Source: an optimization exercise on an open RTL-to-GDS flow (aim: small area, a short achievable clock period and few clock cycles per item). Production flows keep margins and buffers that such runs may drop.
Only simulation tests tie the RTL to the original design; equivalence was not proved.
Power figures rest on the tool's default switching activity, not on a simulated workload.

**flow/run.sh**
```bash
#!/bin/bash
# synth_recipe.tcl (not shown) runs the flow's synth.tcl, then flattens the netlist and writes it again
# the make line also repeats each setting of config.mk as NAME=value (left out here)
make -C /OpenROAD-flow-scripts/flow DESIGN_CONFIG=/design/flow/config.mk WORK_HOME=/design/flow/orfs CLKGATE_MAP_FILE= SYNTH_SCRIPT=/design/flow/synth_recipe.tcl finish
```
**flow/config.mk**
```make
export PLATFORM = sky130hd
export DESIGN_NAME = t2s_pass_sequencer
export DESIGN_NICKNAME = t2s_pass_sequencer
export VERILOG_FILES = /design/flow/design.v
export SDC_FILE = /design/flow/constraint.sdc
export NUM_CORES = 4
export LEC_CHECK = 0
export CAP_MARGIN = 20
export CORE_MARGIN = 2
export CORE_UTILIZATION = 20
export SLEW_MARGIN = 20
```
**flow/constraint.sdc**
```tcl
create_clock -name core_clock -period 8.0 [get_ports {clk}]
set_input_delay 1.6000 -clock core_clock [delete_from_list [all_inputs] [get_ports {clk}]]
set_output_delay 1.6000 -clock core_clock [all_outputs]
set_load 0.01 [all_outputs]
```
**flow/design.v**
```verilog
package t2s_seq_pkg;
  localparam int LANES  = 32;
  localparam int COEF_W = 16;
  localparam logic [1:0] ST_IDLE = 2'd0;
  localparam logic [1:0] ST_RUN  = 2'd1;
  localparam logic [1:0] ST_DONE = 2'd2;
  function automatic [2:0] clamp_log2size(input [2:0] l2);
    if (l2 < 3'd2)      clamp_log2size = 3'd2;
    else if (l2 > 3'd5) clamp_log2size = 3'd5;
    else                clamp_log2size = l2;
  endfunction
  function automatic [4:0] perm_dst(input [4:0] pos, input [5:0] nk);
    integer r;
    integer p;
    integer half;
    integer base;
    integer dst;
    r    = {27'd0, pos} & ({26'd0, nk} - 1);
    p    = r & 1;
    half = {26'd0, nk} >> 1;
    base = {27'd0, pos} - r;
    if (r < half) dst = base + 2 * r - p;
    else          dst = base + {26'd0, nk} - 1 - 2 * (r - p - half) - (1 - p);
    perm_dst = dst[4:0];
  endfunction
endpackage
module t2s_perm_pass
#(
  parameter int WIDTH = 16
) (
  input  logic [t2s_seq_pkg::LANES-1:0][WIDTH-1:0] i_vec,
  input  logic [5:0]                               i_nk,
  input  logic [5:0]                               i_sz,
  output logic [t2s_seq_pkg::LANES-1:0][WIDTH-1:0] o_vec
);
  localparam int LANES = t2s_seq_pkg::LANES;
  always_comb begin
    o_vec = i_vec;
    for (int pos = 0; pos < LANES; pos++) begin
      if (pos < {26'd0, i_sz}) begin
        case (i_nk)
          6'd4:  o_vec[t2s_seq_pkg::perm_dst(pos[4:0], 6'd4)]  = i_vec[pos];
          6'd8:  o_vec[t2s_seq_pkg::perm_dst(pos[4:0], 6'd8)]  = i_vec[pos];
          6'd16: o_vec[t2s_seq_pkg::perm_dst(pos[4:0], 6'd16)] = i_vec[pos];
          6'd32: o_vec[t2s_seq_pkg::perm_dst(pos[4:0], 6'd32)] = i_vec[pos];
          default: ;
        endcase
      end
    end
  end
endmodule
module t2s_pass_sequencer
#(
  parameter int WIDTH = 16,
  parameter int NREQ  = 2,
  localparam int LANES = t2s_seq_pkg::LANES,
  localparam int IDW   = (NREQ > 1) ? $clog2(NREQ) : 1
) (
  input  logic                             clk,
  input  logic                             rst,
  input  logic [NREQ-1:0]                  req_valid,
  output logic [NREQ-1:0]                  req_ready,
  input  logic [NREQ-1:0][LANES-1:0][WIDTH-1:0] req_vec,
  input  logic [NREQ-1:0][2:0]             req_log2size,
  input  logic [NREQ-1:0][2:0]             req_stages,
  output logic                             out_valid,
  input  logic                             out_ready,
  output logic [LANES-1:0][WIDTH-1:0]      out_vec,
  output logic [IDW-1:0]                   out_src,
  output logic                             busy
);
  localparam logic [1:0] ST_IDLE = t2s_seq_pkg::ST_IDLE;
  localparam logic [1:0] ST_RUN  = t2s_seq_pkg::ST_RUN;
  localparam logic [1:0] ST_DONE = t2s_seq_pkg::ST_DONE;
  logic [1:0]                  r_state;
  logic [LANES-1:0][WIDTH-1:0] r_work;
  logic [5:0]                  r_sz;
  logic [2:0]                  r_s;
  logic [2:0]                  r_k;
  logic [IDW-1:0]              r_id;
  logic [IDW-1:0]              r_rr;
  logic                        r_out_valid;
  logic                        r_busy;
  logic [NREQ-1:0]             w_ready;
  logic                        w_any;
  logic [IDW-1:0]              w_gidx;
  logic                        w_accept;
  logic [2:0]                  w_l2;
  logic [2:0]                  w_smax;
  logic [2:0]                  w_stages;
  logic [2:0]                  w_s;
  logic [IDW-1:0]              w_rr_next;
  logic [5:0]                  w_nk;
  logic [LANES-1:0][WIDTH-1:0] w_pass;
  always_comb begin
    w_ready = '0;
    w_any   = 1'b0;
    w_gidx  = '0;
    for (int i = 0; i < NREQ; i++) begin
      if (!w_any && req_valid[(32'(r_rr) + i) % NREQ]) begin
        w_any  = 1'b1;
        w_gidx = IDW'((32'(r_rr) + i) % NREQ);
      end
    end
    if (w_any && (r_state == ST_IDLE) && !rst) w_ready[w_gidx] = 1'b1;
  end
  assign w_accept  = |(w_ready & req_valid);
  assign w_l2      = t2s_seq_pkg::clamp_log2size(req_log2size[w_gidx]);
  assign w_smax    = w_l2 - 3'd1;
  assign w_stages  = req_stages[w_gidx];
  assign w_s       = (w_stages > w_smax) ? w_smax : w_stages;
  assign w_rr_next = IDW'((32'(w_gidx) + 32'd1) % NREQ);
  assign w_nk      = r_sz >> r_k;
  t2s_perm_pass #(.WIDTH(WIDTH)) u_pass (
    .i_vec (r_work),
    .i_nk  (w_nk),
    .i_sz  (r_sz),
    .o_vec (w_pass)
  );
  always_ff @(posedge clk) begin
    if (rst) begin
      r_state     <= ST_IDLE;
      r_work      <= '0;
      r_sz        <= '0;
      r_s         <= '0;
      r_k         <= '0;
      r_id        <= '0;
      r_rr        <= '0;
      r_out_valid <= 1'b0;
      r_busy      <= 1'b0;
    end else begin
      case (r_state)
        ST_IDLE: begin
          if (w_accept) begin
            r_work <= req_vec[w_gidx];
            r_sz   <= 6'd1 << w_l2;
            r_s    <= w_s;
            r_k    <= '0;
            r_id   <= w_gidx;
            r_rr   <= w_rr_next;
            r_busy <= 1'b1;
            if (w_s == 3'd0) begin
              r_state     <= ST_DONE;
              r_out_valid <= 1'b1;
            end else begin
              r_state <= ST_RUN;
            end
          end
        end
        ST_RUN: begin
          r_work <= w_pass;
          r_k    <= r_k + 3'd1;
          if (r_k == r_s - 3'd1) begin
            r_state     <= ST_DONE;
            r_out_valid <= 1'b1;
          end
        end
        ST_DONE: begin
          if (out_ready) begin
            r_state     <= ST_IDLE;
            r_out_valid <= 1'b0;
            r_busy      <= 1'b0;
          end
        end
        default: begin
          r_state     <= ST_IDLE;
          r_out_valid <= 1'b0;
          r_busy      <= 1'b0;
        end
      endcase
    end
  end
  assign req_ready = w_ready;
  assign out_valid = r_out_valid;
  assign out_vec   = r_work;
  assign out_src   = r_id;
  assign busy      = r_busy;
endmodule
```
==> summary.txt <==
Routing
  • Final WL: 384,000 um
  • First DRT Iteration DRCs: 7,579
  • Post-route ant nets: 0
  • DR vias: 53,300
  • Drt first pass iters: 9
  • Vias per cell: 5.97
  • Wirelength per Cell: 43.1 um
  • DRC errors left: 0

Worst setup path
  • Crit Path Class: input port to output port
  • Worst Reg2Reg Path Length in Cells: 8
  • Reg-to-Reg End: r_work[466]
  • Slowest stage cell, crit path: nand3_4
  • Critical path peak fanout: 47
  • Crit. End Element: output port
  • CP startpoint kind: input port
  • Critical Path RT: 6400 ps
  • Arr. time, crit path: 4150 ps
  • Critical path buffer and inverter count: 2
  • Critical path startpoint: req_valid[0]
  • Reg2reg setup slack: 3040 ps
  • Delay-heaviest family, CP: simple AND/OR/NAND/NOR gates
  • FF-to-FF Start: r_k[0]
  • Crit-path cells: clkdlybuf4s50_1 > or2_0 > nand3_4 > nor2_1 > clkdlybuf4s50_1
  • Crit path to: req_ready[0]
  • CP dominant cell by count: clkdlybuf4s50_1
  • Slowest stage delay, CP: 710 ps
  • CP Depth: 5

Clock tree
  • Root Buffer: clkbuf_16
  • Clk buf depth: 3
  • Clk latency of the worst-skew pair: 710 ps
  • Worst-path clk slew: 60 ps
  • Clock buffer count from CTS: 79
  • Hold Buf Count CTS: 0
  • H-tree depth: 3
  • Postcts setup bufs: 0
  • PostCTS Resize Cnt: 0
  • Clk sinks: 530
  • TritonCTS clock tree: built

Finish
  • Nets@finish: 7,428
  • Share of layout cells above drive strength 1: 6.18%
  • Layout area overhead: 56.6%
  • Final non-filler cell total: 8,925

Floorplanning
  • Die Y: 431 um
  • I/O Pins: 1,558
  • Die ar.: 186,000 um2
  • Horiz. Die Dim: 431 um
  • Placeable Area: 181,000 um2
  • Std-Cell Rows: 156
  • Starting Density: 20.2%

Power and ir drop
  • Tot Pwr: 13.8 mW
  • LEAKAGE: 21.0 nW
  • P per Cell Area: 242 nW/um2
  • Maximum vdd drop: 0.141 mV

Global routing
  • Largest net degree at the start of global routing: 183
  • Congestion Overflow GR: 0
  • Gr usage total: 39.1%
  • Number of global-route vias before repair: 49,100
  • First-pass GRT wire length: 491,000 um
  • Initial antenna violation count: 213

Run
  • Max-cap violations: 0

STA
  • Hold_ws: 477 ps
  • Setup TNS: 0 ps
  • Final min period: 5750 ps
  • Rel. slew slack: 16.5%
  • Final Setup Violations: 0
  • Setup WS post-layout: 2250 ps
  • Max Freq: 174 MHz
  • Final period utilization: 71.9%
  • Slew @ Worst Pin: 1250 ps
  • Slew Limit Fails: 0
  • RSZ-0062 raised after global routing: false
  • Final Hold Fails: 0
  • Clock Skew: 31.7 ps

Synthesis
  • YS warnings: 2
  • Library cells used by synthesis: 73
  • Post-synth top area share: 29.0%
  • Synthesized flop and latch total: 530
  • Post-synth EDFFs: 0
  • Synth Instances: 5,173
  • Post-synth net total: 6,219
  • Register area share after synthesis: 29.0%
  • Most frequent cell after synthesis: nand2_1
  • Post-synth ARST share: 0%
  • Main area contributors after synthesis: dfxtp_1, nand2_1, a21oi_1
  • Mean area per synthesized cell: 7.06 um2
  • Mapped cell area: 36,500 um2
  • Synth cell count leaders: nand2_1, dfxtp_1, a21oi_1
  • Post-synth top area cell: dfxtp_1
  • Prevailing post-synth register cell: dfxtp_1

Status
  • Run status: finished clean

Place
  • GP Congestion: 1.04
  • Port buffer count: 1,557
  • Worst slack, placed: 2240 ps
  • Cells after DPL: 8,671
  • Post-DP HPWL: 297,000 um

Min path
  • Min-delay worst type: flop to flop
## registers in the layout (all words and copies together), names as in the netlist
register     flops
r_busy           1
r_id             1
r_k              3
r_out_valid      1
r_rr             1
r_s              3
r_state          2
r_sz             6
r_work         512
## worst reg2reg max path, stage by stage (launching register included)
cell      delay, ps
dfxtp_2         430
buf_4           350
nand2_1         190
a32o_1          930
and4_4          660
and2_4          550
buf_4           740
o311ai_0        600
a32o_1          410
## worst min path at each step
stage / start / to / slack (ps) / cells past startpoint
5_1_grt: r_work[276] / r_work[276] / 490 / 2
3_5_place_dp: r_s[2] / r_s[2] / 460 / 2
2_1_floorplan: r_s[2] / r_s[2] / 440 / 2
3_3_place_gp: r_work[266] / r_work[266] / 460 / 2
6_report: r_work[276] / r_work[276] / 480 / 2
4_1_cts: r_work[266] / r_work[266] / 470 / 2
## metrics by stage
stage               util [%]  instance area [um2]
floorplan                  -                36500
global placement        30.0                54300
detailed placement      30.0                54300
CTS                     31.4                56900
global route            31.5                57100
finish                  31.6                57200
## layout by cell type, fill, tap and decap left out, drive strengths merged, types with 67 or more instances in the layout
| cell | instances |
|---|---|
| a211oi | 124 |
| a21o | 70 |
| a21oi | 519 |
| a2bb2oi | 96 |
| a311oi | 67 |
| a31oi | 153 |
| a32o | 97 |
| buf | 151 |
| clkbuf | 107 |
| clkdlybuf4s50 | 1555 |
| dfxtp | 530 |
| diode | 117 |
| mux2i | 208 |
| nand2 | 1085 |
| nand3 | 252 |
| nor2 | 326 |
| o211ai | 145 |
| o21ai | 377 |
| o311ai | 95 |
## routing by layer
| metal | track usage [%] | up-vias | part of all wire [%] |
|---|---|---|---|
| li1 | - | 21800 | - |
| met1 | 43.5 | 26400 | 35 |
| met2 | 62.1 | 3984 | 45 |
| met3 | 12.8 | 987 | 11 |
| met4 | 29.4 | 94 | 8.5 |
| met5 | 0 | - | 0.15 |
## report_power, final
group | switching (mW) | total, mW | leakage [nW] | internal [mW]
sequential | 1.24 | 4.35 | 4.37 | 3.11
clock | 1.59 | 3.71 | 1.25 | 2.12
combinational | 3.41 | 5.78 | 15.3 | 2.37
## cells by family (layout without fill, tap and decap cells)
logic type               count (synthesis)  count (layout)  share of synthesized area [%]
AO/OA/AOI/OAI                         2005            2005                           37.5
XOR/XNOR                                 7               7                          0.168
multiplexers                           211             211                           5.79
adder cells (fa/ha/maj)                  7               7                          0.226
other                                    0             117                              0
AND/OR/NAND/NOR                       1824            1824                           20.9
flip-flops                             530             530                           29.0
buffers and inverters                  589            1854                           6.44
## cell type report
cell class              count  area, um2
clock buffers             107       2190
fillers                 19600     124000
well taps                2370       2970
inverters                  11       42.5
flip-flops and latches    530      10600
diodes                    117        293
multi-input cells        4054      23900
repair buffers           1706      16900
clock inverters            30        379
Testbench counts, summed over its fixed seeds: cycles 3,303, jobs 1,024.

afterwards: timing with drivers on the ports:
How much do the figures lean on ideal ports? The routed layout below was timed once more, with nothing changed but the port constraints.
Step 1 (the two cells are an assumption about what drives the block):
set clk [get_ports {clk}]
set_driving_cell -lib_cell sky130_fd_sc_hd__clkbuf_16 $clk
set_driving_cell -lib_cell sky130_fd_sc_hd__buf_2 [delete_from_list [all_inputs] $clk]
Step 2 moves the port delays by t, midway between the first and last clock arrival at a register: inputs arrive t later, outputs are due t later. That takes back most of the time a late clock gives input paths.
Slacks: ideal / step 1 / step 2; pairs: ideal / step 1.
shift t [ns]: 0.786
setup WS [ns]: 2.250 / 2.108 / 2.093
slew at the worst register clock pin (ns): 0.07 / 0.07
cell pins on the clock port's net: 1
After both steps this run still meets setup and hold. For this run, drivers alone change the setup slack by -0.142 ns; drivers and shift together by -0.157 ns.
